Context: an optimization exercise on an open-source flow, tuned for small area, a short achievable clock period and few clock cycles per item. The choices shown serve that exercise and are no tape-out recipe.
Where RTL was checked, it was by simulation tests only, not by an equivalence proof against the original.
No functional check of the RTL was part of runs 6 and 7.
No activity file was given, so power comes from the tool's default toggle rates.

===== flow/config.mk =====
export PLATFORM = sky130hd
export DESIGN_NAME = ack_retransmit_tracker
export DESIGN_NICKNAME = ack_retransmit_tracker
export VERILOG_FILES = /design/flow/design.v
export SDC_FILE = /design/flow/constraint.sdc
export NUM_CORES = 4
export LEC_CHECK = 0
export CAP_MARGIN = 20
export CORE_MARGIN = 2
export CORE_UTILIZATION = 40
export CTS_BUF_LIST = sky130_fd_sc_hd__clkbuf_8
export CTS_CLUSTER_DIAMETER = 50
export CTS_CLUSTER_SIZE = 20
export PLACE_DENSITY = 0.5
export SETUP_SLACK_MARGIN = 3.5
export SLEW_MARGIN = 20

===== flow/constraint.sdc =====
create_clock -name core_clock -period 7.0 [get_ports {clock}]
set_input_delay 1.4000 -clock core_clock [delete_from_list [all_inputs] [get_ports {clock}]]
set_output_delay 1.4000 -clock core_clock [all_outputs]
set_load 0.01 [all_outputs]

===== flow/design.v =====
`default_nettype none
package art_pkg;
   localparam int OP_W        = 2;
   localparam int SEQ_W       = 16;
   localparam int KIND_W      = 4;
   localparam int SLOT_W      = 4;
   localparam int RETRY_W     = 8;
   localparam int AGE_W       = 16;
   localparam int CSR_INDEX_W = 4;
   localparam int CSR_DATA_W  = 16;
   localparam int SLOTS_DEFAULT = 16;
   localparam logic [OP_W-1:0] OP_SEND    = 2'd0;
   localparam logic [OP_W-1:0] OP_CONFIRM = 2'd1;
   localparam logic [OP_W-1:0] OP_TICK    = 2'd2;
   localparam logic [OP_W-1:0] OP_UNUSED  = 2'd3;
   localparam logic [KIND_W-1:0] KIND_ACCEPTED   = 4'd0;
   localparam logic [KIND_W-1:0] KIND_FULL       = 4'd1;
   localparam logic [KIND_W-1:0] KIND_CONFIRMED  = 4'd2;
   localparam logic [KIND_W-1:0] KIND_UNMATCHED  = 4'd3;
   localparam logic [KIND_W-1:0] KIND_RETRANSMIT = 4'd4;
   localparam logic [KIND_W-1:0] KIND_BYE_DONE   = 4'd5;
   localparam logic [KIND_W-1:0] KIND_BYE_FAILED = 4'd6;
   localparam logic [KIND_W-1:0] KIND_SCAN_DONE  = 4'd7;
   localparam logic [KIND_W-1:0] KIND_HALTED     = 4'd8;
   localparam logic [CSR_INDEX_W-1:0] CSR_TIMEOUT_TICKS = 4'd0;
   localparam logic [CSR_INDEX_W-1:0] CSR_MAX_RETRIES   = 4'd1;
   localparam logic [AGE_W-1:0]       TIMEOUT_RESET     = 16'd250;
   localparam logic [RETRY_W-1:0]     MAX_RETRIES_RESET = 8'd3;
   typedef struct packed {
      logic [KIND_W-1:0]  kind;
      logic [SLOT_W-1:0]  slot;
      logic [SEQ_W-1:0]   seq_out;
      logic [RETRY_W-1:0] retry_count;
      logic               last;
   } result_type;
endpackage
`default_nettype wire
`default_nettype none
module ack_retransmit_tracker #(
   parameter int SLOTS = art_pkg::SLOTS_DEFAULT
) (
   input  wire logic                   clock,
   input  wire logic                   reset,
   input  wire logic                   req_valid,
   output wire logic                   req_ready,
   input  wire logic [art_pkg::OP_W-1:0]        req_op,
   input  wire logic [art_pkg::SEQ_W-1:0]       req_seq,
   input  wire logic                   req_is_bye,
   output wire logic                   rsp_valid,
   input  wire logic                   rsp_ready,
   output wire logic [art_pkg::KIND_W-1:0]      rsp_kind,
   output wire logic [art_pkg::SLOT_W-1:0]      rsp_slot,
   output wire logic [art_pkg::SEQ_W-1:0]       rsp_seq_out,
   output wire logic [art_pkg::RETRY_W-1:0]     rsp_retry_count,
   output wire logic                   rsp_last,
   input  wire logic                   csr_valid,
   output wire logic                   csr_ready,
   input  wire logic [art_pkg::CSR_INDEX_W-1:0] csr_index,
   input  wire logic [art_pkg::CSR_DATA_W-1:0]  csr_data
);
   localparam int IW = (SLOTS > 1) ? $clog2(SLOTS) : 1;
   localparam int SW = art_pkg::SEQ_W;
   localparam int AW = art_pkg::AGE_W;
   localparam int RW = art_pkg::RETRY_W;
   localparam int KW = art_pkg::KIND_W;
   localparam int GW = AW + 1;           
   function automatic logic [SLOTS-1:0] lowest(input logic [SLOTS-1:0] v);
      logic seen;
      seen = 1'b0;
      for (int i = 0; i < SLOTS; i++) begin
         lowest[i] = v[i] && !seen;
         seen      = seen || v[i];
      end
   endfunction
   function automatic logic [IW-1:0] enc(input logic [SLOTS-1:0] oh);
      enc = '0;
      for (int i = 0; i < SLOTS; i++) if (oh[i]) enc = enc | IW'(i);
   endfunction
   function automatic logic geq(input logic [AW-1:0] a, input logic [AW-1:0] b);
      logic [AW-1:0] g, e;
      for (int i = 0; i < AW; i++) begin
         g[i] = a[i] && !b[i];
         e[i] = !(a[i] ^ b[i]);
      end
      for (int w = 1; w < AW; w = w * 2) begin
         for (int i = 0; i + w < AW; i = i + 2 * w) begin
            g[i] = g[i + w] || (e[i + w] && g[i]);
            e[i] = e[i + w] && e[i];
         end
      end
      geq = g[0] || e[0];
   endfunction
   function automatic logic geq_r(input logic [RW-1:0] a, input logic [RW-1:0] b);
      logic [RW-1:0] g, e;
      for (int i = 0; i < RW; i++) begin
         g[i] = a[i] && !b[i];
         e[i] = !(a[i] ^ b[i]);
      end
      for (int w = 1; w < RW; w = w * 2) begin
         for (int i = 0; i + w < RW; i = i + 2 * w) begin
            g[i] = g[i + w] || (e[i + w] && g[i]);
            e[i] = e[i + w] && e[i];
         end
      end
      geq_r = g[0] || e[0];
   endfunction
   logic               rq_v, sk_v;
   logic [art_pkg::OP_W-1:0] rq_op, sk_op;
   logic [SW-1:0]      rq_seq, sk_seq;
   logic               rq_bye, sk_bye;
   logic [RW-1:0]      max_ff;         
   logic [RW-1:0]      mm1_ff;         
   logic               mz_ff;          
   logic               d0_ff;          
   logic [GW-1:0]      g_ff;
   logic [GW-1:0]      tp_ff;
   logic               fix_ff;         
   logic               chk_ff;         
   logic               wk_ff;          
   logic               wk1_ff;         
   logic [SLOTS-1:0]   pend_ff, byef_ff;    
   logic [SLOTS-1:0]   due_ff, old_ff, exh_ff;
   logic [SW-1:0]      seq_ff [SLOTS];
   logic [GW-1:0]      stp_ff [SLOTS];
   logic [RW-1:0]      ret_ff [SLOTS];
   logic               halted_ff;
   logic               tk_ff;
   logic [SLOTS-1:0]   rm_ff;          
   logic               fbye_ff, fdone_ff;
   logic [IW-1:0]      fidx_ff;        
   logic               d1_v;
   logic [KW-1:0]      d1_kind;
   logic [SLOTS-1:0]   d1_sel;
   logic               d1_last, d1_inc, d1_rq;
   logic [SW-1:0]      d1_seq;
   logic               rsp_valid_ff;
   art_pkg::result_type rsp_ff;
   logic [GW-1:0]    cref;
   logic [SLOTS-1:0] ge;
   always_comb begin
      cref = chk_ff ? {!g_ff[GW-1], g_ff[GW-2:0]} : tp_ff;
      for (int i = 0; i < SLOTS; i++) begin
         ge[i] = (cref[GW-1] ^ stp_ff[i][GW-1]) ^ geq(cref[GW-2:0], stp_ff[i][GW-2:0]);
      end
   end
   logic [SLOTS-1:0] rc, bh, eq, nobye;
   always_comb begin
      for (int i = 0; i < SLOTS; i++) begin
         rc[i] = pend_ff[i] && due_ff[i] && !exh_ff[i];
         bh[i] = byef_ff[i] && (!pend_ff[i] || exh_ff[i]);
         eq[i] = pend_ff[i] && (seq_ff[i] == rq_seq);
      end
      nobye[0] = !bh[0];
      for (int i = 1; i < SLOTS; i++) nobye[i] = nobye[i-1] && !bh[i];
   end
   logic [SLOTS-1:0] f_free, f_match, f_tick, f_bye, f_rm, rmask;
   assign f_free  = lowest(~pend_ff);
   assign f_match = lowest(eq);
   assign f_tick  = lowest(rc | bh);
   assign f_bye   = lowest(bh);
   assign f_rm    = lowest(rm_ff);
   assign rmask   = rc & nobye;
   logic tk_retx, tk_bye, rm_nz;
   assign tk_retx = rmask != '0;
   assign tk_bye  = (f_tick & bh) != '0;
   assign rm_nz   = rm_ff != '0;
   logic [KW-1:0]    n_kind;
   logic [SLOTS-1:0] n_sel;
   logic             n_last, n_inc, n_rq;
   always_comb begin
      n_kind = art_pkg::KIND_SCAN_DONE;
      n_sel  = '0;
      n_last = 1'b1;
      n_inc  = 1'b0;
      n_rq   = 1'b0;
      if (tk_ff) begin
         if (rm_nz) begin
            n_kind = art_pkg::KIND_RETRANSMIT;
            n_sel  = f_rm;
            n_last = 1'b0;
            n_inc  = 1'b1;
         end else if (fbye_ff) begin
            n_kind = fdone_ff ? art_pkg::KIND_BYE_DONE : art_pkg::KIND_BYE_FAILED;
            n_sel  = SLOTS'(1) << fidx_ff;
         end
      end else if (wk_ff) begin
         n_sel = f_rm;
      end else if (halted_ff) begin
         n_kind = art_pkg::KIND_HALTED;
      end else begin
         unique case (rq_op)
            art_pkg::OP_SEND: begin
               n_kind = (f_free != '0) ? art_pkg::KIND_ACCEPTED : art_pkg::KIND_FULL;
               n_sel  = f_free;
               n_rq   = 1'b1;
            end
            art_pkg::OP_CONFIRM: begin
               n_kind = (f_match != '0) ? art_pkg::KIND_CONFIRMED : art_pkg::KIND_UNMATCHED;
               n_sel  = f_match;
               n_rq   = 1'b1;
            end
            default: begin
               n_sel = f_tick;
               if (tk_retx) begin
                  n_kind = art_pkg::KIND_RETRANSMIT;
                  n_last = 1'b0;
                  n_inc  = 1'b1;
               end else if (tk_bye) begin
                  n_kind = ((f_tick & ~pend_ff) != '0) ? art_pkg::KIND_BYE_DONE
                                                       : art_pkg::KIND_BYE_FAILED;
               end
            end
         endcase
      end
   end
   logic rsp_free, s2_go, s1_free, busy, go;
   logic emit1, consume, tk_start, send_we, conf_we;
   assign rsp_free = !rsp_valid_ff || rsp_ready;
   assign s2_go    = d1_v && rsp_free;
   assign s1_free  = !d1_v || rsp_free;
   assign busy     = fix_ff || chk_ff || wk_ff || wk1_ff;
   assign go       = rq_v && s1_free && !busy && !tk_ff;
   always_comb begin
      emit1    = 1'b0;
      consume  = 1'b0;
      tk_start = 1'b0;
      send_we  = 1'b0;
      conf_we  = 1'b0;
      if (tk_ff) begin
         emit1   = s1_free;
         consume = s1_free && !rm_nz;
      end else if (go) begin
         emit1   = halted_ff || (rq_op != art_pkg::OP_UNUSED);
         consume = halted_ff || (rq_op != art_pkg::OP_TICK) || !tk_retx;
         if (!halted_ff) begin
            send_we  = (rq_op == art_pkg::OP_SEND) && (f_free != '0);
            conf_we  = (rq_op == art_pkg::OP_CONFIRM) && (f_match != '0);
            tk_start = (rq_op == art_pkg::OP_TICK);
         end
      end
   end
   assign req_ready = !sk_v;
   assign csr_ready = !reset;
   logic accept;
   assign accept = req_valid && !sk_v;
   logic csr_to, csr_mx;
   assign csr_to = csr_valid && (csr_index == art_pkg::CSR_TIMEOUT_TICKS);
   assign csr_mx = csr_valid && (csr_index == art_pkg::CSR_MAX_RETRIES);
   logic [GW-1:0] g_next;
   assign g_next = tk_start ? g_ff + GW'(1) : g_ff;
   logic [SW-1:0]    sel_seq;
   logic [RW-1:0]    sel_ret;
   always_comb begin
      sel_seq = '0;
      sel_ret = '0;
      for (int i = 0; i < SLOTS; i++) begin
         if (d1_sel[i]) begin
            sel_seq = sel_seq | seq_ff[i];
            sel_ret = sel_ret | ret_ff[i];
         end
      end
   end
   logic [RW-1:0]    ret_inc;
   logic             wb;              
   logic [RW-1:0]    ret_bus;
   logic             exh_bus;
   assign ret_inc = sel_ret + RW'(1);
   assign wb      = s2_go && d1_inc;
   assign ret_bus = send_we ? '0 : ret_inc;
   assign exh_bus = send_we ? mz_ff : (wk1_ff ? geq_r(sel_ret, max_ff) : (sel_ret == mm1_ff));
   always_ff @(posedge clock) begin
      if (reset) begin
         rq_v         <= 1'b0;
         sk_v         <= 1'b0;
         d1_v         <= 1'b0;
         rsp_valid_ff <= 1'b0;
         tk_ff        <= 1'b0;
         halted_ff    <= 1'b0;
         pend_ff      <= '0;
         byef_ff      <= '0;
         max_ff       <= art_pkg::MAX_RETRIES_RESET;
         mm1_ff       <= art_pkg::MAX_RETRIES_RESET - RW'(1);
         mz_ff        <= 1'b0;
         d0_ff        <= 1'b0;
         g_ff         <= '0;
         tp_ff        <= GW'(1) - GW'(art_pkg::TIMEOUT_RESET - AW'(1));
         fix_ff       <= 1'b0;
         chk_ff       <= 1'b0;
         wk_ff        <= 1'b0;
         wk1_ff       <= 1'b0;
      end else begin
         if (!rq_v || consume) begin
            rq_v <= sk_v || accept;
            sk_v <= 1'b0;
         end else if (accept) begin
            sk_v <= 1'b1;
         end
         if (emit1)      d1_v <= 1'b1;
         else if (s2_go) d1_v <= 1'b0;
         if (s2_go)          rsp_valid_ff <= 1'b1;
         else if (rsp_ready) rsp_valid_ff <= 1'b0;
         if (csr_to) begin
            tp_ff  <= g_ff + GW'(1) - GW'(csr_data);
            d0_ff  <= (csr_data <= AW'(1));
            chk_ff <= 1'b1;
            fix_ff <= 1'b1;
         end else if (chk_ff) begin
            chk_ff <= 1'b0;
         end else if (fix_ff) begin
            fix_ff <= 1'b0;
            tp_ff  <= tp_ff + GW'(1);
         end else if (tk_start) begin
            tp_ff  <= tp_ff + GW'(1);
            if (g_ff[AW-1:0] == '1) chk_ff <= 1'b1;
         end
         if (csr_mx) begin
            max_ff <= csr_data[RW-1:0];
            mm1_ff <= csr_data[RW-1:0] - RW'(1);
            mz_ff  <= (csr_data[RW-1:0] == '0);
         end
         g_ff <= g_next;
         if (csr_mx) begin
            wk_ff <= (pend_ff != '0);
         end else if (wk_ff && (rm_ff & ~f_rm) == '0) begin
            wk_ff <= 1'b0;
         end
         wk1_ff <= wk_ff && !csr_mx;
         if (tk_start) begin
            tk_ff <= tk_retx;
            if (bh != '0) halted_ff <= 1'b1;
         end else if (tk_ff && consume) begin
            tk_ff <= 1'b0;
         end
         for (int i = 0; i < SLOTS; i++) begin
            if (send_we && f_free[i]) begin
               pend_ff[i] <= 1'b1;
               byef_ff[i] <= rq_bye;
            end
            if (conf_we && f_match[i]) pend_ff[i] <= 1'b0;
         end
      end
   end
   always_ff @(posedge clock) begin
      if (!rq_v || consume) begin
         if (sk_v) begin
            rq_op  <= sk_op;
            rq_seq <= sk_seq;
            rq_bye <= sk_bye;
         end else begin
            rq_op  <= req_op;
            rq_seq <= req_seq;
            rq_bye <= req_is_bye;
         end
      end
      if (!sk_v) begin
         sk_op  <= req_op;
         sk_seq <= req_seq;
         sk_bye <= req_is_bye;
      end
      if (emit1 || wk_ff) begin
         d1_kind <= n_kind;
         d1_sel  <= n_sel;
         d1_last <= n_last;
         d1_inc  <= n_inc;
         d1_rq   <= n_rq;
         d1_seq  <= rq_seq;
      end
      if (s2_go) begin
         rsp_ff.kind        <= d1_kind;
         rsp_ff.slot        <= enc(d1_sel);
         rsp_ff.seq_out     <= d1_rq ? d1_seq : sel_seq;
         rsp_ff.retry_count <= d1_inc ? ret_inc : sel_ret;
         rsp_ff.last        <= d1_last;
      end
      if (csr_mx) begin
         rm_ff <= pend_ff;
      end else if (tk_start) begin
         rm_ff    <= rmask & ~f_tick;
         fbye_ff  <= (bh != '0);
         fidx_ff  <= enc(f_bye);
         fdone_ff <= ((f_bye & ~pend_ff) != '0);
      end else if ((tk_ff && emit1) || wk_ff) begin
         rm_ff <= rm_ff & ~f_rm;
      end
      for (int i = 0; i < SLOTS; i++) begin
         if (send_we && f_free[i]) seq_ff[i] <= rq_seq;
         if ((send_we && f_free[i]) || (tk_start && rmask[i])) stp_ff[i] <= g_next;
         if ((send_we && f_free[i]) || (wb && d1_sel[i]))      ret_ff[i] <= ret_bus;
         if ((send_we && f_free[i]) || ((wb || wk1_ff) && d1_sel[i])) exh_ff[i] <= exh_bus;
         if ((send_we && f_free[i]) || (tk_start && rmask[i])) begin
            due_ff[i] <= d0_ff;
            old_ff[i] <= 1'b0;
         end else begin
            if (tk_start) due_ff[i] <= due_ff[i] || ge[i];
            if (fix_ff && !chk_ff) due_ff[i] <= d0_ff || old_ff[i] || ge[i];
            if (chk_ff && pend_ff[i] && ge[i]) old_ff[i] <= 1'b1;
         end
      end
   end
   assign rsp_valid       = rsp_valid_ff;
   assign rsp_kind        = rsp_ff.kind;
   assign rsp_slot        = rsp_ff.slot;
   assign rsp_seq_out     = rsp_ff.seq_out;
   assign rsp_retry_count = rsp_ff.retry_count;
   assign rsp_last        = rsp_ff.last;
endmodule
`default_nettype wire

===== flow/run.sh =====
#!/bin/bash
# synth_recipe.tcl (not shown) runs the flow's synth.tcl, then flattens the netlist and writes it again
# the make line also repeats each setting of config.mk as NAME=value (left out here)
make -C /OpenROAD-flow-scripts/flow DESIGN_CONFIG=/design/flow/config.mk WORK_HOME=/design/flow/orfs CLKGATE_MAP_FILE= SYNTH_SCRIPT=/design/flow/synth_recipe.tcl finish

==> flow_metrics.tcl, run 1 <==
set metrics [dict create \
    cap_violations 0 \
    relSlewSlack 0.292 \
    clk_path_buf_depth 3 \
    min-delay-path-class "reg -> reg" \
    port_buffers 79 \
    drt_iter0_markers 3392 \
    p_int_mw 8.65 \
    cts_tree "done" \
    synth_cell_types 108 \
    grt_max_degree 45 \
    status "finished clean" \
    start_util 0.404 \
    tightestPinTransition_ns 1.06 \
    crit_family "simple AND/OR/NAND/NOR gates" \
    end_kind "flip-flop" \
    max_stage_delay_ns 0.61 \
    fp.dieArea_mm2 0.120 \
    power_mw 11.8 \
    nets 4488 \
    clock-sinks 930 \
    ys.flop_type "edfxtp_1" \
    reg2reg_depth 10 \
    finalCriticalPeriod_ns 3.57 \
    timing.hold.ws_ns 0.426 \
    area_growth_pct 15.7 \
    crit_path_max_fanout 19 \
    cp.arrival_ns 4.08 \
    clkSlewWorstSetupHoldPaths_ns 0.09 \
    switching_share 0.269 \
    wl_per_cell_um 27.8 \
    setup_ws_ns 3.43 \
    yosysTopAreaCell "edfxtp_1" \
    cts-root-buf "clkbuf_8" \
    die_y_um 347 \
    power_density_mw_per_mm2 218 \
    hold_viol_final 0 \
    clk_latency_ns 0.87 \
    startpoint_type "input pin" \
    gr-total-overflow 0 \
    synthTopCellsByArea "edfxtp_1 (51%), ha_1 (7.6%), dfxtp_1 (5.5%)" \
    tns_ns 0 \
    routabilityCongestion 0.957 \
    syn_nets 4271 \
    multi_input_area_mm2 0.0191 \
    critical_path_class "in -> reg" \
    fillers 10800 \
    vias 32900 \
    dp_slack_ns 1.81 \
    r2r-start "pend_ff[1]$_SDFFE_PP0P_" \
    synth_warnings 4 \
    synth_edf_count 801 \
    report.final.slew_viol_count 0 \
    final_area_mm2 0.0543 \
    h-tree-depth 3 \
    ioPinCount 80 \
    synth_cells 3940 \
    hpwl_um 108000 \
    layout_commonest_cell "edfxtp_1" \
    dr.pass1.iters 8 \
    regArea_mm2 0.0267 \
    p_seq_frac 0.520 \
    track_usage 0.263 \
    drt_wl_total_um 161000 \
    ant_nets 0 \
    grt_pass1_wl_um 230000 \
    rr_endpoint "rq_seq[13]$_DFFE_PP_" \
    final_cell_mix "edfxtp_1 (801), inv_1 (351), ha_1 (284)" \
    syn_area_mm2 0.0470 \
    vias_per_cell 5.69 \
    finalCritPeriodShare 0.510 \
    whs_endpoint "rsp_ff[32]$_DFFE_PP_" \
    grt_pass1_vias 31500 \
    row_count 125 \
    fin_skew_ns 0.0709 \
    rsz0062_at_grt "yes" \
    place_area_mm2 0.0499 \
    core_area_mm2 0.116 \
    numCtsBuffers 116 \
    ys_ff_latch 930 \
    synth.avg_cell_area_um2 11.9 \
    ir_drop_v 0.000159 \
    p_switching_mw 3.18 \
    die_x_um 347 \
    setup_violations 0 \
    hp-start "d1_kind[3]$_SDFFCE_PP0P_" \
    synth_top_area_share 0.512 \
    r2r_slack_ns 3.50 \
    path_cells "clkdlybuf4s50_1 > nand3b_1 > nand3_4 > or4_4 > buf_2 > nor3_4 > buf_4 > nand2b_4 > buf_12" \
    route.detailed.drc 0 \
    required_ns 7.51 \
    power_leakage_nw 21.0 \
    async_reset_ff_frac 0 \
    slowest_stage "or4_4" \
    whs_path_depth 0 \
    drive_above_1_share 0.150 \
    cp.buffers_inverters 4 \
    antenna_found_initial 2 \
    power_frac_comb 0.086 \
    clock_power_share 0.394 \
    fmax_ghz 0.280 \
    ys_seq_area_frac 0.567 \
]
==> registers in the layout (all words and copies together) (netlist names), 17 cells and up <==
register  flops
tp_ff        17
rsp_ff       33
seq_ff      256
g_ff         17
ret_ff      128
stp_ff      272
==> Yosys cell counts (82+ instances only) <==
cell	count
edfxtp_1	801
inv_1	347
ha_1	286
nand2_1	279
xnor2_1	196
xor2_1	178
nor2_1	168
a21oi_1	157
a22oi_1	129
dfxtp_1	129
o21ai_0	100
clkbuf_1	99
nor3_1	87
nand3_1	82
==> layer usage <==
metal  share of wire  up-vias  GRT usage
met5               0        -          0
met3           0.067      240     0.0395
met2            0.45     1188      0.419
li1                -    15000          -
met1            0.45    16500      0.372
met4           0.031        0     0.0770
==> layout make-up <==
type | instances | area share
Clock inverter | 101 | 0.0203
Multi-Input combinational cell | 2496 | 0.351
Timing Repair Buffer | 261 | 0.0476
Antenna cell | 1 | 0.0000461
Clock buffer | 121 | 0.0306
Sequential cell | 930 | 0.491
Tap cell | 1524 | 0.0351
Inverter | 352 | 0.0248
==> metrics by stage <==
stage,utilization,instances
floorplan,-,3940
CTS,0.461,5753
global placement,0.428,5484
finish,0.467,5786
global route,0.467,5786
detailed placement,0.428,5484
==> kinds of logic (layout without fill, tap and decap cells) <==
| kind of cell | after synthesis | count (layout) | share of synthesized area |
|---|---|---|---|
| mux | 51 | 51 | 0.0123 |
| compound gates | 786 | 786 | 0.117 |
| flops | 930 | 930 | 0.567 |
| xor+xnor | 374 | 374 | 0.0697 |
| other cells | 0 | 1 | 0 |
| buf+inv | 516 | 835 | 0.0461 |
| fa+ha+maj | 290 | 290 | 0.0772 |
| simple gates | 993 | 995 | 0.110 |
==> power groups by stage <==
stage	sequential, mW	combinational, mW	clock (mW)
floorplan	6.28	0.559	0
global placement	6.30	0.912	0
detailed placement	6.30	0.912	0
CTS	6.16	0.985	4.76
global route	6.16	1.09	4.97
finish	6.16	1.02	4.66
==> worst reg2reg max path: stages, from the launching register on <==
cell	delay [ns]
dfxtp_1	0.33
buf_4	0.20
and2b_4	0.21
a2bb2oi_2	0.19
nand2_1	0.22
o22ai_1	0.15
nor3_1	0.26
nand4b_1	0.42
nor2b_1	0.28
o211ai_1	0.44
buf_6	0.36
==> timing repair <==
item	CTS	global route
buffers inserted	43	30
setup endpoints to repair	795	504
resized for setup	101	115
gates cloned	4	1
pin swaps	25	38
hold buffers	0	0
==> worst max-delay path by stage <==
stage,from,endpoint,cells after the start
6_report,rsp_ready,stp_ff[10][2]$_DFFE_PP_,9
5_1_grt,chk_ff$_SDFF_PP0_,due_ff[10]$_DFFE_PP_,14
3_3_place_gp,rsp_ready,exh_ff[2]$_DFFE_PP_,8
2_1_floorplan,rsp_ready,stp_ff[7][0]$_DFFE_PP_,6
4_1_cts,tp_ff[2]$_SDFFE_PP0P_,due_ff[7]$_DFFE_PP_,12
3_5_place_dp,rsp_ready,exh_ff[2]$_DFFE_PP_,8
Testbench counts, summed over its fixed seeds: cycles 4,882, items 3,200.
==> inputs of run 2 (changes only) <==
--- a/flow/config.mk
+++ b/flow/config.mk
@@ -14,3 +14,3 @@
 export PLACE_DENSITY = 0.5
-export SETUP_SLACK_MARGIN = 3.5
+export SETUP_SLACK_MARGIN = 3.9
 export SLEW_MARGIN = 20
==> run 2 against run 1 <==
Via count up 3.7%; register-to-register slack better by 0.15 ns; global-route usage up 1.2 points; worst setup slack better by 0.22 ns; sequential share of layout area down 3.3 points; largest cell class unchanged; largest power group unchanged.
==> flow_metrics.tcl, run 2 <==
set metrics [dict create \
    fillers 10400 \
    port_buffers 79 \
    cts-root-buf "clkbuf_8" \
    vias_per_cell 5.73 \
    largestRegisters "stp_ff x272, seq_ff x256, ret_ff x128" \
    track_usage 0.275 \
    async_reset_ff_frac 0 \
    fmax_ghz 0.299 \
    ys_seq_area_frac 0.567 \
    end_kind "flip-flop" \
    max_stage_delay_ns 0.71 \
    fp.dieArea_mm2 0.120 \
    yosysTopAreaCell "edfxtp_1" \
    yosys.cell_count.top_type "edfxtp_1" \
    timing.hold.ws_ns 0.427 \
    required_ns 7.55 \
    whs_endpoint "rsp_ff[0]$_DFFE_PP_" \
    synth_cell_types 108 \
    row_count 125 \
    nets 4659 \
    r2r_slack_ns 3.65 \
    ant_nets 0 \
    setup_violations 0 \
    numCtsBuffers 118 \
    synth_mux_area_frac 0.0123 \
    synth_xor_area_frac 0.0697 \
    synthTopCellsByArea "edfxtp_1 (51%), ha_1 (7.6%), dfxtp_1 (5.5%)" \
    dp_slack_ns 2.07 \
    relSlewSlack 0.298 \
    syn_nets 4271 \
    routabilityCongestion 0.941 \
    synth_commonest_cells "edfxtp_1 (801), inv_1 (347), ha_1 (286)" \
    synth_top_area_share 0.512 \
    synth_edf_count 801 \
    ioPinCount 80 \
    r2r-start "rq_seq[15]$_DFFE_PP_" \
    clk_path_buf_depth 3 \
    crit_path_max_fanout 4 \
    area_growth_pct 24.3 \
    report.final.slew_viol_count 0 \
    slowest_stage "nor4_1" \
    power_mw 11.9 \
    rsz0062_at_grt "yes" \
    grt_pass1_wl_um 239000 \
    drt_wl_total_um 171000 \
    hpwl_um 107000 \
    fin_skew_ns 0.0722 \
    fin_util 0.502 \
    synth_top_family_by_area "compound AO/OA/AOI/OAI gates" \
    synth-simple-area-share 0.110 \
    status "finished clean" \
    synthAdderAreaFrac 0.0772 \
    layout_commonest_cell "edfxtp_1" \
    syn_area_mm2 0.0470 \
    cts_tree "done" \
    cp.arrival_ns 3.90 \
    grt_max_degree 40 \
    die_x_um 347 \
    finalCritPeriodShare 0.478 \
    setup_ws_ns 3.65 \
    min-delay-path-class "reg -> reg" \
    rr_endpoint "d1_kind[0]$_DFFE_PP_" \
    antenna_found_initial 2 \
    power_leakage_nw 22.5 \
    ys_ff_latch 930 \
    synth.avg_cell_area_um2 11.9 \
    core_area_mm2 0.116 \
    whs_path_depth 0 \
    path_cells "buf_6 > buf_12 > buf_4 > xnor2_1 > nand4_1 > nor4_1 > nand3_1 > nor4bb_4 > a211o_1 > a221o_1" \
    h-tree-depth 3 \
    start_util 0.404 \
    vias 34200 \
    tns_ns 0 \
    finalCriticalPeriod_ns 3.35 \
    tightestPinTransition_ns 1.05 \
    die_y_um 347 \
    ir_drop_v 0.000175 \
    reg2reg_depth 10 \
    clock-sinks 930 \
    cap_violations 0 \
    drive_above_1_share 0.239 \
    synth_cells 3940 \
    ys.flop_type "edfxtp_1" \
    clkSlewWorstSetupHoldPaths_ns 0.09 \
    largest_reg_flops 272 \
    startpoint_type "flip-flop" \
    route.detailed.drc 0 \
    drt_iter0_markers 3419 \
    gr-total-overflow 0 \
    hold_viol_final 0 \
    clk_latency_ns 0.85 \
    synth-compound-area-share 0.117 \
    power_density_mw_per_mm2 204 \
    final_cell_mix "edfxtp_1 (801), inv_1 (339), nand2_1 (253)" \
    hp-start "d1_last$_DFFE_PP_" \
    critical_path_class "reg -> reg" \
    grt_pass1_vias 32900 \
    wl_per_cell_um 28.8 \
    synth_warnings 4 \
    holdBufCountCts 0 \
    top_register "stp_ff" \
    dr.pass1.iters 8 \
]
-- run 2: cell counts after synthesis --
Identical to the previous run, type by type.
-- run 2: metrics by stage --
step | cell area [um2] | cells
after floorplan | 47800 | 3940
after global placement | 50100 | 5453
after detailed placement | 50100 | 5453
after CTS | 56200 | 5860
after global routing | 58400 | 5955
final | 58400 | 5957
-- run 2: metal layers --
layer	global-route usage	vias to the layer above	wire length [um]	part of all wire
li1	-	15400	-	-
met5	0	-	0	0
met4	0.0890	0	6500	0.038
met2	0.454	1350	80500	0.47
met3	0.0413	325	11700	0.068
met1	0.372	17100	72600	0.42
-- run 2: worst max-delay path: cells and delay by family (launching register included) --
kind / cells / cell delay [ns]
buffers and inverters: 3 / 0.42
and+or+nand+nor: 4 / 1.31
AOI/OAI and AO/OA: 2 / 0.73
xor gates and xnor gates: 1 / 0.17
DFF: 1 / 0.43
-- run 2: cell families (layout without fill, tap and decap cells) --
logic type                 after synthesis  count (layout)
muxes                                   51              55
AOI/OAI and AO/OA                      786             786
and+or+nand+nor                        993             999
adders and majority gates              290             290
other                                    0               3
xor gates and xnor gates               374             374
buffers and inverters                  516             996
DFF                                    930             930
-- run 2: worst max-delay path by stage --
stage	end	cells past startpoint	slack [ns]	from
finish	d1_kind[0]$_DFFE_PP_	10	3.65	rq_seq[15]$_DFFE_PP_
floorplan	stp_ff[7][0]$_DFFE_PP_	6	3.35	rsp_ready
CTS	d1_kind[0]$_DFFE_PP_	10	3.67	rq_seq[15]$_DFFE_PP_
global placement	exh_ff[9]$_DFFE_PP_	7	2.15	rsp_ready
global route	due_ff[14]$_DFFE_PP_	14	3.62	chk_ff$_SDFF_PP0_
detailed placement	exh_ff[9]$_DFFE_PP_	7	2.07	rsp_ready
-- run 2: timing repair --
action,in CTS,in global routing
resized for setup,367,255
endpoints found under the setup margin,1262,391
setup buffers,165,90
pin swaps,99,174
cloned,20,4
-- run 2: final cells by class --
class                      count  area, um2  area share
tap                         1524       1910      0.0327
antenna                        3       7.51    0.000129
multi-input combinational   2504      21200       0.363
clock inverter               101       1020      0.0176
inverter                     352       1410      0.0242
timing repair inverter         4       42.5    0.000729
sequential                   930      26700       0.457
clock buffer                 121       1670      0.0285
timing repair buffer         418       4420      0.0757
-- run 2: power breakdown --
group	total (mW)	leakage (nW)	switching (mW)	internal (mW)
Sequential	6.15	8.18	0.0599	6.09
Clock	4.58	1.37	2.41	2.17
Combinational	1.19	13.0	0.742	0.451
Total	11.9	22.5	3.21	8.72
==> inputs of run 3 (changes only) <==
--- a/flow/config.mk
+++ b/flow/config.mk
@@ -14,3 +14,3 @@
 export PLACE_DENSITY = 0.5
-export SETUP_SLACK_MARGIN = 3.9
+export SETUP_SLACK_MARGIN = 3.7
 export SLEW_MARGIN = 20
==> run 3 against run 2 <==
Largest power group unchanged; still clean; critical path type unchanged; final area is 3.8% lower; clock power rose by 4%; via count fell by 1.3%; combinational power decreased by 6%; global-route usage down 0.64 points; clock skew is 0.038 ns higher; non-clock buffer count decreased by 78; wire length down 3.4%; sequential power is essentially flat; area after synthesis is the same; largest cell class unchanged; worst setup slack worse by 0.011 ns; die area unchanged.
==> flow_metrics.tcl, run 3 <==
set metrics [dict create \
    clock-sinks 930 \
    final_area_mm2 0.0562 \
    hold_viol_final 0 \
    synth_cells 3940 \
    layout_commonest_cell "edfxtp_1" \
    cp.arrival_ns 3.96 \
    grt_pass1_wl_um 235000 \
    yosysTopAreaCell "edfxtp_1" \
    top_register "stp_ff" \
    final_cell_mix "edfxtp_1 (801), inv_1 (345), ha_1 (273)" \
    route.detailed.drc 0 \
    synth_edf_count 801 \
    relSlewSlack 0.292 \
    antenna_found_initial 4 \
    track_usage 0.269 \
    status "finished clean" \
    layoutNonFillerInstCount 5870 \
    ys_seq_area_frac 0.567 \
    cts-root-buf "clkbuf_8" \
    fin_skew_ns 0.110 \
    numCtsBuffers 118 \
    synth_commonest_cells "edfxtp_1 (801), inv_1 (347), ha_1 (286)" \
    power_leakage_nw 21.7 \
    row_count 125 \
    fp.dieArea_mm2 0.120 \
    synth_top_area_share 0.512 \
    fin_util 0.483 \
    clk_latency_ns 0.89 \
    holdBufCountCts 0 \
    drt_wl_total_um 165000 \
    place_area_mm2 0.0500 \
    drt_iter0_markers 3281 \
    ir_drop_v 0.000156 \
    fmax_ghz 0.298 \
    finalCriticalPeriod_ns 3.36 \
    async_reset_ff_frac 0 \
    dr.pass1.iters 8 \
    core_area_mm2 0.116 \
    gr-total-overflow 0 \
    numPlacedInstances 5479 \
    wl_per_cell_um 28.2 \
    ant_nets 0 \
    startpoint_type "flip-flop" \
    path_cells "buf_12 > xor2_2 > nor4_4 > nand4_1 > buf_6 > o22a_1 > nor4b_4 > and4_4 > nor4bb_4 > a211o_1 > a221o_1" \
    area_growth_pct 19.6 \
    die_y_um 347 \
    ioPinCount 80 \
    largestRegisters "stp_ff x272, seq_ff x256, ret_ff x128" \
    power_density_mw_per_mm2 214 \
    finalCritPeriodShare 0.480 \
    yosys.cell_count.top_type "edfxtp_1" \
    synth_cell_types 108 \
    drive_above_1_share 0.189 \
    critical_path_class "reg -> reg" \
    tns_ns 0 \
    clkSlewWorstSetupHoldPaths_ns 0.11 \
    nets 4570 \
    grt_max_degree 53 \
    ys.flop_type "edfxtp_1" \
    cts_tree "done" \
    report.final.slew_viol_count 0 \
    largest_reg_flops 272 \
    slowest_stage "edfxtp_1" \
    die_x_um 347 \
    setup_violations 0 \
    start_util 0.404 \
    clk_path_buf_depth 3 \
    routabilityCongestion 0.960 \
    min-delay-path-class "reg -> reg" \
    synth_warnings 4 \
    ys_ff_latch 930 \
    vias_per_cell 5.74 \
    max_stage_delay_ns 0.51 \
    synthTopCellsByArea "edfxtp_1 (51%), ha_1 (7.6%), dfxtp_1 (5.5%)" \
    vias 33700 \
    cap_violations 0 \
    port_buffers 79 \
    synth.avg_cell_area_um2 11.9 \
    power_mw 12.0 \
    rsz0062_at_grt "yes" \
    end_kind "flip-flop" \
    tightestPinTransition_ns 1.06 \
    grt_pass1_vias 32400 \
    crit_path_max_fanout 7 \
    syn_nets 4271 \
    syn_area_mm2 0.0470 \
    required_ns 7.60 \
    h-tree-depth 3 \
    hpwl_um 108000 \
]
==> run 3: final timing paths <==
path | slack (ns) | cells past startpoint | startpoint | endpoint
max reg2reg | 3.64 | 11 | rq_seq[0]$_DFFE_PP_ | d1_kind[0]$_DFFE_PP_
min reg2reg | 0.43 | 0 | d1_last$_DFFE_PP_ | rsp_ff[0]$_DFFE_PP_
max | 3.64 | 11 | rq_seq[0]$_DFFE_PP_ | d1_kind[0]$_DFFE_PP_
min | 0.43 | 0 | d1_last$_DFFE_PP_ | rsp_ff[0]$_DFFE_PP_
==> run 3: cell families after synthesis <==
family | after synthesis | share of synthesized area
buf+inv | 516 | 0.0461
mux | 51 | 0.0123
simple gates | 993 | 0.110
compound gates | 786 | 0.117
fa+ha+maj | 290 | 0.0772
xor+xnor | 374 | 0.0697
flops | 930 | 0.567
==> run 3: timing repair <==
item	CTS	global route
buffers inserted	105	47
pin swaps	47	70
gates cloned	10	2
setup endpoints to repair	948	500
hold endpoints to repair	0	0
gates resized for setup	212	146
==> run 3: power by group <==
group	internal (mW)	switching (mW)	leakage (nW)
logic	0.412	0.708	12.1
registers	6.10	0.0573	8.18
clock network	2.23	2.51	1.44
total	8.74	3.28	21.7
==> run 3: through the flow <==
| step | hold WS [ns] | worst slack [ns] |
|---|---|---|
| after floorplan | 0.400 | 3.36 |
| after global placement | 0.406 | 2.06 |
| after detailed placement | 0.407 | 2.02 |
| after CTS | 0.431 | 3.64 |
| after global routing | 0.447 | 3.57 |
| final | 0.432 | 3.64 |
==> run 3: layout make-up <==
type | instances | area [um2]
Inverter | 352 | 1360
Fill cell | 10600 | 60200
Clock buffer | 122 | 1680
Clock inverter | 102 | 1150
Antenna cell | 3 | 7.51
Sequential cell | 930 | 26700
Multi-Input combinational cell | 2497 | 19900
Timing Repair Buffer | 340 | 3530
Tap cell | 1524 | 1910
==> run 3: worst max-delay path: cells and delay by family (launching register included) <==
family,cells,cell delay [ns]
xor gates and xnor gates,1,0.20
and+or+nand+nor,5,1.05
AOI/OAI and AO/OA,3,0.97
DFF,1,0.51
buffers and inverters,2,0.37
==> run 3: routing by layer <==
layer,share of wire,routed length (um),GRT usage,up-vias
met5,0,0,0,-
met4,0.031,5210,0.0794,0
met3,0.073,12100,0.0490,287
met2,0.46,76800,0.434,1361
met1,0.43,71300,0.369,16900
li1,-,-,-,15200
==> inputs of run 4 (changes only) <==
--- a/flow/config.mk
+++ b/flow/config.mk
@@ -10,5 +10,2 @@
 export CORE_UTILIZATION = 40
-export CTS_BUF_LIST = sky130_fd_sc_hd__clkbuf_8
-export CTS_CLUSTER_DIAMETER = 50
-export CTS_CLUSTER_SIZE = 20
 export PLACE_DENSITY = 0.5
==> run 4 against run 3 <==
Maximum frequency rose by 0.69%; sequential share of layout area down 0.48 points; area after synthesis stayed put; flip-flop and latch count stayed put; core utilization rose by 0.49 points; clock power grew 17%; critical path type unchanged.
==> flow_metrics.tcl, run 4 <==
set metrics [dict create \
    route.detailed.drc 0 \
    numCtsBuffers 106 \
    ant_nets 0 \
    place_area_mm2 0.0500 \
    startpoint_type "flip-flop" \
    die_x_um 347 \
    clkSlewWorstSetupHoldPaths_ns 0.06 \
    clock-sinks 930 \
    numPlacedInstances 5479 \
    cp.arrival_ns 3.76 \
    synthTopCellsByArea "edfxtp_1 (51%), ha_1 (7.6%), dfxtp_1 (5.5%)" \
    crit_family "simple AND/OR/NAND/NOR gates" \
    wl_per_cell_um 28.2 \
    antenna_cells 0 \
    ys_seq_area_frac 0.567 \
    cap_violations 0 \
    hpwl_um 108000 \
    maxUsedRoutingLayer "met5" \
    whs_endpoint "rsp_ff[30]$_DFFE_PP_" \
    path_cells "buf_12 > xor2_2 > nor4_4 > nand4_1 > nor3_4 > nor4_4 > buf_4 > nand2_1 > nor2_1 > a21oi_1 > o221ai_1" \
    track_usage 0.267 \
    yosysTopAreaCell "edfxtp_1" \
    report.final.slew_viol_count 0 \
    max_stage_delay_ns 0.44 \
    power_density_mw_per_mm2 227 \
    ir_drop_v 0.000186 \
    fmax_ghz 0.300 \
    row_count 125 \
    grt_max_degree 53 \
    synth_cell_types 108 \
    regArea_mm2 0.0267 \
    yosys.cell_count.top_type "edfxtp_1" \
    tns_ns 0 \
    vias 33600 \
    drt_wl_total_um 165000 \
    whs_path_depth 0 \
    synth_warnings 4 \
    clk_path_buf_depth 3 \
    fin_skew_ns 0.0452 \
    grt_pass1_wl_um 233000 \
    layoutNonFillerInstCount 5842 \
    core_area_mm2 0.116 \
    relSlewSlack 0.265 \
    die_y_um 347 \
    async_reset_ff_frac 0 \
    synth_commonest_cells "edfxtp_1 (801), inv_1 (347), ha_1 (286)" \
    m1WireLength_um 70900 \
    start_util 0.404 \
    setup_violations 0 \
    cp.buffers_inverters 2 \
    ioPinCount 80 \
    largest_reg_flops 272 \
    top_register "stp_ff" \
    r2r_slack_ns 3.67 \
    finalCritPeriodShare 0.476 \
    synth_edf_count 801 \
    cts_tree "done" \
    drt_iter0_markers 3097 \
    drive_above_1_share 0.173 \
    slowest_stage "a21oi_1" \
    holdBufCountCts 0 \
    syn_area_mm2 0.0470 \
    multi_input_area_mm2 0.0197 \
    nets 4562 \
    wl_met3_um 11700 \
    vias_per_cell 5.76 \
    hold_viol_final 0 \
    gr-total-overflow 0 \
    status "finished clean" \
    r2r-start "rq_seq[3]$_DFFE_PP_" \
    rr_endpoint "d1_sel[10]$_DFFE_PP_" \
    synth_cells 3940 \
    final_cell_mix "edfxtp_1 (801), inv_1 (334), ha_1 (274)" \
    routabilityCongestion 0.960 \
    crit_path_max_fanout 15 \
    critical_path_class "reg -> reg" \
    clk_latency_ns 0.73 \
    hp-start "d1_kind[1]$_DFFE_PP_" \
    synth_top_area_share 0.512 \
    crit_top_cell "nor4_4" \
    fp.dieArea_mm2 0.120 \
    met2_length_um 76500 \
    h-tree-depth 3 \
    required_ns 7.42 \
    ys_ff_latch 930 \
    grt_pass1_vias 32300 \
    syn_nets 4271 \
    end_kind "flip-flop" \
    area_growth_pct 20.8 \
    dr.pass1.iters 5 \
    tightestPinTransition_ns 1.10 \
    synth.avg_cell_area_um2 11.9 \
    reg2reg_depth 11 \
    fillers 10500 \
    antenna_found_initial 2 \
    power_leakage_nw 22.0 \
    rsz0062_at_grt "yes" \
    ys.flop_type "edfxtp_1" \
    min-delay-path-class "reg -> reg" \
    port_buffers 79 \
    final_area_mm2 0.0567 \
    largestRegisters "stp_ff x272, seq_ff x256, ret_ff x128" \
    cts-root-buf "clkbuf_16" \
    layout_commonest_cell "edfxtp_1" \
    finalCriticalPeriod_ns 3.33 \
]
run 4: cell counts after synthesis:
Identical to the previous run, type by type.
run 4: repair_timing:
item / CTS / global route
pin swaps: 38 / 65
resized for setup: 192 / 150
endpoints found under the setup margin: 1012 / 381
setup buffers: 92 / 64
gates cloned: 8 / 4
run 4: cells by family (layout without fill, tap and decap cells):
logic type,Yosys count,after routing,synth area share
mux,51,51,0.0123
simple gates,993,994,0.110
fa+ha+maj,290,290,0.0772
compound gates,786,786,0.117
flops,930,930,0.567
xor+xnor,374,374,0.0697
buf+inv,516,893,0.0461
run 4: cell type report:
type	instances	area share
Clock inverter	54	0.0103
Inverter	352	0.0240
Tap cell	1524	0.0336
Multi-Input combinational cell	2495	0.348
Clock buffer	141	0.0505
Timing Repair Buffer	346	0.0636
Sequential cell	930	0.470
run 4: power breakdown:
part	leakage (nW)	switching [mW]	internal [mW]	total, mW
clock network	1.67	2.37	3.18	5.55
registers	8.18	0.0578	6.11	6.16
logic	12.2	0.716	0.426	1.14
run 4: layer usage:
layer,vias to the layer above,global-route usage
li1,15200,-
met1,16800,0.367
met2,1371,0.433
met3,316,0.0448
met4,2,0.0760
met5,-,0
run 4: worst max-delay path by stage:
stage                             start                     end  slack (ns)  cells after the start
finish              rq_seq[3]$_DFFE_PP_    d1_sel[10]$_DFFE_PP_        3.67                     11
global route          chk_ff$_SDFF_PP0_     due_ff[7]$_DFFE_PP_        3.58                     12
CTS                   chk_ff$_SDFF_PP0_     due_ff[7]$_DFFE_PP_        3.66                     12
detailed placement            rsp_ready     due_ff[2]$_DFFE_PP_        2.02                      9
global placement              rsp_ready    due_ff[11]$_DFFE_PP_        2.06                      7
floorplan                     rsp_ready  stp_ff[7][0]$_DFFE_PP_        3.36                      6
run 4: metrics by stage:
step | utilization | setup WS [ns] | hold slack (ns) | total power, mW
5_1_grt | 0.488 | 3.58 | 0.435 | 13.2
2_1_floorplan | - | 3.36 | 0.400 | 6.84
4_1_cts | 0.476 | 3.66 | 0.421 | 12.9
3_5_place_dp | 0.430 | 2.02 | 0.407 | 7.22
3_3_place_gp | 0.430 | 2.06 | 0.406 | 7.22
6_report | 0.488 | 3.67 | 0.421 | 12.9
run 4: worst reg2reg max path: cells and delay by family (launching register included):
family	cells	cell delay [ns]
XOR/XNOR	1	0.23
AND/OR/NAND/NOR	6	1.33
AO/OA/AOI/OAI	2	0.70
buffers and inverters	2	0.35
flip-flops	1	0.43
==> inputs of run 5 (changes only) <==
--- a/flow/config.mk
+++ b/flow/config.mk
@@ -9,4 +9,4 @@
 export CORE_MARGIN = 2
-export CORE_UTILIZATION = 40
-export PLACE_DENSITY = 0.5
+export CORE_UTILIZATION = 50
+export PLACE_DENSITY = 0.6
 export SETUP_SLACK_MARGIN = 3.7
==> run 5 against run 4 <==
Area after synthesis unchanged; flip-flop and latch count stayed put; wire length decreased by 1.5%; register-to-register slack got worse by 0.04 ns; critical path depth is 6 lower; first-iteration DRC count increased by 54%; via count up 1.8%.
==> flow_metrics.tcl, run 5 <==
set metrics [dict create \
    status "finished clean" \
    row_count 112 \
    ir_drop_v 0.000203 \
    synth_edf_count 801 \
    clk_latency_ns 0.71 \
    synth_top_family_by_area "compound AO/OA/AOI/OAI gates" \
    power_leakage_nw 22.1 \
    fp.dieArea_mm2 0.0964 \
    ys_ff_latch 930 \
    top_register "stp_ff" \
    finalCritPeriodShare 0.505 \
    start_util 0.504 \
    synth_xor_area_frac 0.0697 \
    setup_violations 0 \
    clk_path_buf_depth 3 \
    multi_input_area_mm2 0.0198 \
    hp-start "d1_kind[0]$_DFFE_PP_" \
    hold_viol_final 0 \
    startpoint "reset" \
    largest_reg_flops 272 \
    ys.flop_type "edfxtp_1" \
    final_cell_mix "edfxtp_1 (801), inv_1 (335), ha_1 (273)" \
    largestRegisters "stp_ff x272, seq_ff x256, ret_ff x128" \
    cts_tree "done" \
    routabilityCongestion 0.957 \
    rsz0062_at_grt "yes" \
    whs_path_depth 0 \
    die_y_um 311 \
    synthAdderAreaFrac 0.0772 \
    ant_nets 0 \
    power_density_mw_per_mm2 224 \
    grt_pass1_wl_um 223000 \
    numCtsBuffers 100 \
    holdBufCountCts 0 \
    gr-total-overflow 0 \
    synth_mux_area_frac 0.0123 \
    route.detailed.drc 0 \
    crit_path_max_fanout 12 \
    track_usage 0.315 \
    drive_above_1_share 0.179 \
    synth-simple-area-share 0.110 \
    synth_top_area_share 0.512 \
    synth_warnings 4 \
    vias_per_cell 6.12 \
    yosys.cell_count.top_type "edfxtp_1" \
    startpoint_type "input pin" \
    relSlewSlack 0.309 \
    finalCriticalPeriod_ns 3.54 \
    cp.arrival_ns 2.14 \
    ys_seq_area_frac 0.567 \
    tns_ns 0 \
    tightestPinTransition_ns 1.03 \
    power_mw 12.7 \
    vias 34200 \
    r2r-start "rq_seq[7]$_DFFE_PP_" \
    fin_skew_ns 0.0351 \
    wl_per_cell_um 29.0 \
    fin_util 0.607 \
    reg2reg_depth 8 \
    synth.avg_cell_area_um2 11.9 \
    required_ns 5.60 \
    critical_path_class "in -> out" \
    fillers 7454 \
    end_kind "primary output" \
    h-tree-depth 3 \
    clock-sinks 930 \
    async_reset_ff_frac 0 \
    nets 4583 \
    report.final.slew_viol_count 0 \
    die_x_um 311 \
    hpwl_um 102000 \
    regArea_mm2 0.0267 \
    grt_max_degree 41 \
    synth_commonest_cells "edfxtp_1 (801), inv_1 (347), ha_1 (286)" \
    core_area_mm2 0.0932 \
    dr.pass1.iters 8 \
    port_buffers 79 \
    synth-compound-area-share 0.117 \
    min-delay-path-class "reg -> reg" \
    drt_wl_total_um 162000 \
    synth_cell_types 108 \
    synthTopCellsByArea "edfxtp_1 (51%), ha_1 (7.6%), dfxtp_1 (5.5%)" \
    cts-root-buf "clkbuf_16" \
    antenna_found_initial 3 \
    synth_cells 3940 \
    yosysTopAreaCell "edfxtp_1" \
    syn_nets 4271 \
    cap_violations 0 \
    area_growth_pct 20.4 \
    fmax_ghz 0.283 \
    grt_pass1_vias 32000 \
    syn_area_mm2 0.0470 \
    drt_iter0_markers 4759 \
    clkSlewWorstSetupHoldPaths_ns 0.06 \
    ioPinCount 80 \
    layout_commonest_cell "edfxtp_1" \
]
run 5: cell counts after synthesis:
No cell type changed its count.
run 5: metal layers:
layer  wire length [um]  global-route usage
met4               7280               0.122
met2              74300               0.497
met1              65300               0.436
met3              15300              0.0556
met5                  9                   0
run 5: area by class of cell:
cell class                      instances  area share
Clock buffer                          142      0.0493
Multi-Input combinational cell       2500       0.350
Timing Repair Buffer                  368      0.0689
Inverter                              352      0.0240
Clock inverter                         47     0.00902
Tap cell                             1254      0.0277
Antenna cell                            2   0.0000885
Sequential cell                       930       0.471
run 5: logic make-up after synthesis:
kind of cell	after synthesis
AOI/OAI and AO/OA	786
xor gates and xnor gates	374
adders and majority gates	290
buffers and inverters	516
DFF	930
muxes	51
and+or+nand+nor	993
run 5: where the power goes:
part	switching (mW)	total [mW]	internal, mW
Combinational	0.716	1.16	0.442
Clock	2.28	5.36	3.08
Sequential	0.0643	6.17	6.11
Total	3.06	12.7	9.63
run 5: critical path: stages:
cell and delay [ns]:
buf_4 0.15, buf_12 0.11, clkinv_2 0.13, buf_12 0.20, clkbuf_2 0.13
run 5: worst paths after layout:
path | slack (ns) | end
setup / recovery | 3.46 | csr_ready
setup reg to reg | 3.63 | d1_kind[0]$_DFFE_PP_
hold / removal | 0.42 | rsp_ff[29]$_DFFE_PP_
hold reg to reg | 0.42 | rsp_ff[29]$_DFFE_PP_
run 5: what timing repair did:
item,in CTS,in global routing
hold endpoints to repair,0,0
setup buffers,93,90
setup endpoints to repair,1088,360
gates cloned,9,15
resized for setup,176,175
pin swaps,39,72
run 5: per-stage QoR:
stage / cell area, um2 / hold slack [ns] / worst slack, ns / cells
3_3_place_gp: 49600 / 0.405 / 2.10 / 5197
2_1_floorplan: 47400 / 0.400 / 3.36 / 3940
6_report: 56600 / 0.419 / 3.46 / 5595
5_1_grt: 56600 / 0.429 / 3.47 / 5593
4_1_cts: 54800 / 0.420 / 3.35 / 5488
3_5_place_dp: 49600 / 0.406 / 2.07 / 5197
==> inputs of run 6 (changes only) <==
--- a/flow/design.v
+++ b/flow/design.v
@@ -145,2 +145,3 @@
    end
+   logic [SLOTS-1:0] eqr_ff;
    logic [SLOTS-1:0] rc, bh, eq, nobye;
@@ -150,3 +151,3 @@
          bh[i] = byef_ff[i] && (!pend_ff[i] || exh_ff[i]);
-         eq[i] = pend_ff[i] && (seq_ff[i] == rq_seq);
+         eq[i] = pend_ff[i] && eqr_ff[i];
       end
@@ -230,6 +231,5 @@
          emit1   = s1_free;
-         consume = s1_free && !rm_nz;
       end else if (go) begin
          emit1   = halted_ff || (rq_op != art_pkg::OP_UNUSED);
-         consume = halted_ff || (rq_op != art_pkg::OP_TICK) || !tk_retx;
+         consume = 1'b1;
          if (!halted_ff) begin
@@ -302,3 +302,3 @@
          if (csr_to) begin
-            tp_ff  <= g_ff + GW'(1) - GW'(csr_data);
+            tp_ff  <= {1'b1, ~csr_data};    
             d0_ff  <= (csr_data <= AW'(1));
@@ -308,2 +308,3 @@
             chk_ff <= 1'b0;
+            if (fix_ff) tp_ff <= tp_ff + g_ff + GW'(2);    
          end else if (fix_ff) begin
@@ -330,3 +331,3 @@
             if (bh != '0) halted_ff <= 1'b1;
-         end else if (tk_ff && consume) begin
+         end else if (tk_ff && emit1 && !rm_nz) begin
             tk_ff <= 1'b0;
@@ -342,3 +343,8 @@
    end
+   logic [SW-1:0] rqn_seq;
+   assign rqn_seq = (!rq_v || consume) ? (sk_v ? sk_seq : req_seq) : rq_seq;
    always_ff @(posedge clock) begin
+      for (int i = 0; i < SLOTS; i++) begin
+         eqr_ff[i] <= (send_we && f_free[i]) ? (rq_seq == rqn_seq) : (seq_ff[i] == rqn_seq);
+      end
       if (!rq_v || consume) begin
--- a/flow/config.mk
+++ b/flow/config.mk
@@ -9,5 +9,5 @@
 export CORE_MARGIN = 2
-export CORE_UTILIZATION = 50
-export PLACE_DENSITY = 0.6
-export SETUP_SLACK_MARGIN = 3.7
+export CORE_UTILIZATION = 55
+export PLACE_DENSITY = 0.65
+export SETUP_SLACK_MARGIN = 4.0
 export SLEW_MARGIN = 20
==> run 6 against run 5 <==
Maximum frequency fell by 1.4%; worst setup slack got worse by 0.052 ns; final area rose by 11%; combinational power rose by 41%; die area fell by 7.6%; non-clock buffer count rose by 227; first-iteration DRC count rose by 32%; largest cell class unchanged; clock skew rose by 0.016 ns.
==> flow_metrics.tcl, run 6 <==
set metrics [dict create \
    yosys.cell_count.top_type "edfxtp_1" \
    ant_nets 0 \
    top_register "stp_ff" \
    finalCriticalPeriod_ns 3.59 \
    synth_commonest_cells "edfxtp_1 (785), inv_1 (371), nand2_1 (304)" \
    status "finished clean" \
    synth_xor_area_frac 0.0670 \
    ys_seq_area_frac 0.562 \
    synthTopCellsByArea "edfxtp_1 (49%), ha_1 (7.9%), dfxtp_1 (6.8%)" \
    crit_path_max_fanout 6 \
    synth_edf_count 785 \
    synth_top_area_share 0.494 \
    track_usage 0.392 \
    place_area_mm2 0.0508 \
    synthAdderAreaFrac 0.0802 \
    startpoint_type "input pin" \
    synth-simple-area-share 0.113 \
    drt_wl_total_um 182000 \
    syn_area_mm2 0.0477 \
    fin_skew_ns 0.0509 \
    gr-total-overflow 0 \
    rr_endpoint "eqr_ff[6]$_DFF_P_" \
    required_ns 7.63 \
    layout_commonest_cell "edfxtp_1" \
    cts-root-buf "clkbuf_16" \
    reg2reg_depth 17 \
    power_density_mw_per_mm2 217 \
    setup_violations 0 \
    synth-compound-area-share 0.123 \
    critical_path_class "in -> reg" \
    start_util 0.557 \
    synth_top_family_by_area "compound AO/OA/AOI/OAI gates" \
    power_frac_comb 0.120 \
    async_reset_ff_frac 0 \
    hpwl_um 108000 \
    finalCritPeriodShare 0.513 \
    synth_cell_types 91 \
    hp-start "d1_kind[0]$_DFFE_PP_" \
    routabilityCongestion 1.05 \
    vias_per_cell 6.60 \
    die_x_um 298 \
    synth_mux_area_frac 0.0100 \
    antenna_found_initial 3 \
    final_cell_mix "edfxtp_1 (785), inv_1 (361), buf_4 (269)" \
    grt_max_degree 42 \
    fmax_ghz 0.279 \
    yosysTopAreaCell "edfxtp_1" \
    cts_tree "done" \
    ys_ff_latch 946 \
    whs_path_depth 0 \
    drt_iter0_markers 6262 \
    synth_warnings 4 \
    die_y_um 298 \
    clk_path_buf_depth 3 \
    route.detailed.drc 0 \
    largest_reg_flops 272 \
    syn_nets 4489 \
    end_kind "flip-flop" \
    switching_share 0.258 \
    largestRegisters "stp_ff x272, seq_ff x256, ret_ff x128" \
    relSlewSlack 0.153 \
    drive_above_1_share 0.252 \
    hold_viol_final 0 \
    row_count 107 \
    clock-sinks 946 \
    ir_drop_v 0.000210 \
    grt_pass1_vias 36400 \
    tns_ns 0 \
    numCtsBuffers 100 \
    synth.avg_cell_area_um2 11.5 \
    synth_cells 4143 \
    clkSlewWorstSetupHoldPaths_ns 0.06 \
    ioPinCount 80 \
    final_area_mm2 0.0626 \
    min-delay-path-class "reg -> reg" \
    core_area_mm2 0.0855 \
    ys.flop_type "edfxtp_1" \
    p_switching_mw 3.49 \
    whs_endpoint "rsp_ff[29]$_DFFE_PP_" \
    power_leakage_nw 25.0 \
    fillers 5642 \
    clock_power_share 0.414 \
    fp.dieArea_mm2 0.0891 \
    rsz0062_at_grt "yes" \
    tightestPinTransition_ns 1.27 \
    r2r_slack_ns 3.66 \
    cp.arrival_ns 4.22 \
    r2r-start "chk_ff$_SDFF_PP0_" \
    vias 39000 \
    wl_per_cell_um 30.8 \
    report.final.slew_viol_count 0 \
    h-tree-depth 3 \
    p_seq_frac 0.466 \
    port_buffers 79 \
    p_int_mw 10.1 \
    grt_pass1_wl_um 253000 \
    clk_latency_ns 0.74 \
    cap_violations 0 \
    dr.pass1.iters 9 \
    area_growth_pct 31.2 \
    nets 5028 \
]
-- run 6: changes by cell type after synthesis, moves of 27 or more --
cell	before	now
xnor2_1	196	78
xor2_1	178	287
nand4_1	74	129
o21ai_0	100	139
dfxtp_1	129	161
nor2_1	168	199
a21oi_1	157	184
-- run 6: power by group through the flow --
stage / combinational (mW) / sequential [mW] / clock [mW]
6_report: 1.63 / 6.32 / 5.62
5_1_grt: 1.69 / 6.32 / 5.83
4_1_cts: 1.46 / 6.31 / 5.61
3_5_place_dp: 1.09 / 6.44 / 0
3_3_place_gp: 1.08 / 6.44 / 0
2_1_floorplan: 0.680 / 6.40 / 0
-- run 6: layout make-up --
cell class	instances	area, um2	share of cell area
sequential	946	26800	0.429
multi-input combinational	2662	22300	0.356
timing repair buffer	595	7040	0.112
clock buffer	135	2760	0.0440
inverter	373	1470	0.0234
tap	1144	1430	0.0229
clock inverter	55	699	0.0112
timing repair inverter	4	28.8	0.000460
antenna	2	5.00	0.0000800
-- run 6: kinds of logic (layout without fill, tap and decap cells) --
kind of cell               count (synthesis)  count (layout)
and+or+nand+nor                         1075            1083
DFF                                      946             946
AOI/OAI and AO/OA                        857             861
buffers and inverters                    549            1162
xor gates and xnor gates                 365             365
adders and majority gates                306             306
muxes                                     45              47
other                                      0               2
-- run 6: repair_timing --
item | in CTS | in global routing
setup endpoints to repair | 1245 | 862
pin swaps | 180 | 180
cloned | 36 | 11
buffers inserted | 305 | 100
hold buffers | 0 | 0
resized for setup | 472 | 296
-- run 6: how the worst max path moves through the flow --
stage,from,to,depth (start not counted)
floorplan,rsp_ready,due_ff[12]$_DFFE_PP_,8
global placement,rsp_ready,due_ff[10]$_DFFE_PP_,11
detailed placement,rsp_ready,due_ff[10]$_DFFE_PP_,11
CTS,rsp_ready,eqr_ff[6]$_DFF_P_,15
global route,rsp_ready,eqr_ff[13]$_DFF_P_,19
finish,rsp_ready,eqr_ff[6]$_DFF_P_,16
-- run 6: worst max-delay path: stages --
cell and delay (ns):
buf_6 0.09, nand3b_1 0.18, buf_4 0.17, buf_6 0.11, buf_6 0.11, a31o_4 0.31, buf_12 0.17, buf_12 0.14
o21ai_4 0.30, buf_6 0.18, buf_12 0.10, xor2_2 0.20, nand4_1 0.29, nor4_4 0.28, nand2_1 0.09, o21ai_1 0.09
-- run 6: routing by layer --
metal / track usage / vias to the layer above / share of wire
li1: - / 16400 / -
met4: 0.208 / 4 / 0.067
met5: 0 / - / 0.00013
met1: 0.539 / 18800 / 0.37
met3: 0.101 / 801 / 0.14
met2: 0.571 / 3034 / 0.42
-- run 6: per-stage QoR --
stage | util | total power, mW | std cells | hold WS, ns | setup slack (ns)
finish | 0.731 | 13.6 | 5916 | 0.401 | 3.41
floorplan | - | 7.08 | 4143 | 0.400 | 3.09
CTS | 0.701 | 13.4 | 5803 | 0.412 | 3.64
detailed placement | 0.594 | 7.53 | 5272 | 0.405 | 1.80
global placement | 0.594 | 7.52 | 5272 | 0.402 | 1.85
global route | 0.731 | 13.8 | 5914 | 0.414 | 3.38
==> inputs of run 7 (changes only) <==
--- a/flow/config.mk
+++ b/flow/config.mk
@@ -9,5 +9,5 @@
 export CORE_MARGIN = 2
-export CORE_UTILIZATION = 55
-export PLACE_DENSITY = 0.65
-export SETUP_SLACK_MARGIN = 4.0
+export CORE_UTILIZATION = 40
+export PLACE_DENSITY = 0.5
+export SETUP_SLACK_MARGIN = 3.5
 export SLEW_MARGIN = 20
==> run 7 against run 6 <==
Cell count is 1.7% higher; clock-buffer cell count is 16 higher; still clean; power shrank 1.7%; synthesized cell count unchanged; maximum frequency up 2.2%.
==> flow_metrics.tcl, run 7 <==
set metrics [dict create \
    row_count 126 \
    area_growth_pct 19.3 \
    relSlewSlack 0.289 \
    largest_reg_flops 272 \
    synth_top_family_by_area "compound AO/OA/AOI/OAI gates" \
    synth_edf_count 785 \
    holdBufCountCts 0 \
    power_leakage_nw 22.4 \
    vias 35500 \
    drt_wl_total_um 181000 \
    gr-total-overflow 0 \
    start_util 0.404 \
    core_area_mm2 0.118 \
    fmax_ghz 0.285 \
    ir_drop_v 0.000217 \
    ys_ff_latch 946 \
    synth_cells 4143 \
    ant_nets 0 \
    fin_skew_ns 0.0382 \
    synth_warnings 4 \
    largestRegisters "stp_ff x272, seq_ff x256, ret_ff x128" \
    final_cell_mix "edfxtp_1 (785), inv_1 (362), ha_1 (301)" \
    finalCriticalPeriod_ns 3.51 \
    yosysTopAreaCell "edfxtp_1" \
    max_stage_delay_ns 0.64 \
    synth_top_area_share 0.494 \
    nets 4733 \
    synth_commonest_cells "edfxtp_1 (785), inv_1 (371), nand2_1 (304)" \
    cts_tree "done" \
    layoutNonFillerInstCount 6018 \
    synth.avg_cell_area_um2 11.5 \
    multi_input_area_mm2 0.0201 \
    hold_viol_final 0 \
    die_x_um 349 \
    min-delay-path-class "reg -> reg" \
    clk_path_buf_depth 3 \
    yosys.cell_count.top_type "edfxtp_1" \
    cp.arrival_ns 3.94 \
    fp.dieArea_mm2 0.122 \
    synth-compound-area-share 0.123 \
    setup_violations 0 \
    synthTopCellsByArea "edfxtp_1 (49%), ha_1 (7.9%), dfxtp_1 (6.8%)" \
    antenna_found_initial 8 \
    grt_max_degree 67 \
    regArea_mm2 0.0268 \
    critical_path_class "reg -> reg" \
    h-tree-depth 3 \
    crit_top_cell "buf_4" \
    cap_violations 0 \
    clkSlewWorstSetupHoldPaths_ns 0.06 \
    async_reset_ff_frac 0 \
    clock-sinks 946 \
    required_ns 7.43 \
    drt_iter0_markers 4275 \
    power_density_mw_per_mm2 234 \
    syn_area_mm2 0.0477 \
    vias_per_cell 5.90 \
    end_kind "flip-flop" \
    syn_nets 4489 \
    status "finished clean" \
    hpwl_um 121000 \
    dr.pass1.iters 5 \
    numPlacedInstances 5690 \
    path_cells "inv_1 > or3_1 > nand4_1 > nor4_4 > buf_4 > buf_4 > and2_1 > a221oi_1 > a21boi_1 > o41ai_1" \
    finalCritPeriodShare 0.501 \
    numCtsBuffers 107 \
    wl_per_cell_um 30.1 \
    report.final.slew_viol_count 0 \
    synth_cell_types 91 \
    startpoint_type "flip-flop" \
    synthAdderAreaFrac 0.0802 \
    tightestPinTransition_ns 1.07 \
    routabilityCongestion 0.957 \
    port_buffers 79 \
    fillers 10700 \
    grt_pass1_vias 34200 \
    synth_xor_area_frac 0.0670 \
    tns_ns 0 \
    grt_pass1_wl_um 255000 \
    track_usage 0.292 \
    drive_above_1_share 0.141 \
    clk_latency_ns 0.72 \
    cts-root-buf "clkbuf_16" \
    crit_path_max_fanout 12 \
    rsz0062_at_grt "yes" \
    ys.flop_type "edfxtp_1" \
    layout_commonest_cell "edfxtp_1" \
    ioPinCount 80 \
    synth_mux_area_frac 0.0100 \
    ys_seq_area_frac 0.562 \
    synth-simple-area-share 0.113 \
    top_register "stp_ff" \
    die_y_um 349 \
    route.detailed.drc 0 \
    slowest_stage "a221oi_1" \
]
## run 7: cell counts after synthesis
No cell type changed its count.
## run 7: critical path: cells and delay by family (launching register included)
family	cells	cell delay, ns
compound gates	3	1.16
simple gates	4	0.97
buf+inv	3	0.56
flops	1	0.54
## run 7: kinds of logic after synthesis
group	count (synthesis)
xor+xnor	365
mux	45
compound gates	857
simple gates	1075
flops	946
fa+ha+maj	306
buf+inv	549
## run 7: area by class of cell
cell class / instances / area share
timing repair buffer: 308 / 0.0541
sequential: 946 / 0.471
clock buffer: 151 / 0.0530
multi-input combinational: 2649 / 0.353
clock inverter: 52 / 0.00957
tap: 1536 / 0.0338
antenna: 1 / 0.0000440
inverter: 373 / 0.0254
timing repair inverter: 2 / 0.000220
## run 7: power breakdown
part	switching [mW]	total, mW	internal, mW
logic	0.867	1.33	0.459
clock network	2.42	5.70	3.28
registers	0.0997	6.31	6.21
total	3.39	13.3	9.95
## run 7: what timing repair did
action	CTS	global route
setup endpoints to repair	1106	441
resized for setup	144	71
buffers inserted	89	27
cloned	4	3
pin swaps	23	23
## run 7: stage by stage
| step | hold WS [ns] | cell area [um2] | power [mW] | setup slack (ns) | util |
|---|---|---|---|---|---|
| final | 0.436 | 56900 | 13.3 | 3.49 | 0.482 |
| after global routing | 0.450 | 56900 | 13.7 | 3.39 | 0.482 |
| after CTS | 0.439 | 56200 | 13.4 | 3.39 | 0.476 |
| after detailed placement | 0.423 | 51000 | 7.57 | 1.56 | 0.432 |
| after global placement | 0.425 | 51000 | 7.57 | 1.63 | 0.432 |
| after floorplan | 0.400 | 47900 | 7.04 | 3.09 | - |
## run 7: routing by layer
layer  routed length (um)  vias up  GRT usage
met5                   13        -          0
met4                 7270        2      0.102
met3                13400      353     0.0404
met2                81700     1679      0.460
met1                78700    17700      0.411
li1                     -    15800          -
## run 7: worst paths after layout
path	start	end	slack (ns)	depth (start not counted)
max	pend_ff[4]$_SDFFE_PP0P_	d1_kind[0]$_DFFE_PP_	3.49	10
min	d1_kind[1]$_DFFE_PP_	rsp_ff[30]$_DFFE_PP_	0.44	0
max reg2reg	pend_ff[4]$_SDFFE_PP0P_	d1_kind[0]$_DFFE_PP_	3.49	10
min reg2reg	d1_kind[1]$_DFFE_PP_	rsp_ff[30]$_DFFE_PP_	0.44	0

Re-timed with assumed drivers on the ports (clkbuf_16 on the clock, buf_2 on other inputs), run 7 has 3.491 ns of setup slack against 3.491 ns with ideal ports, and 2.761 ns once port delays also move by the mid clock arrival of 0.771 ns.
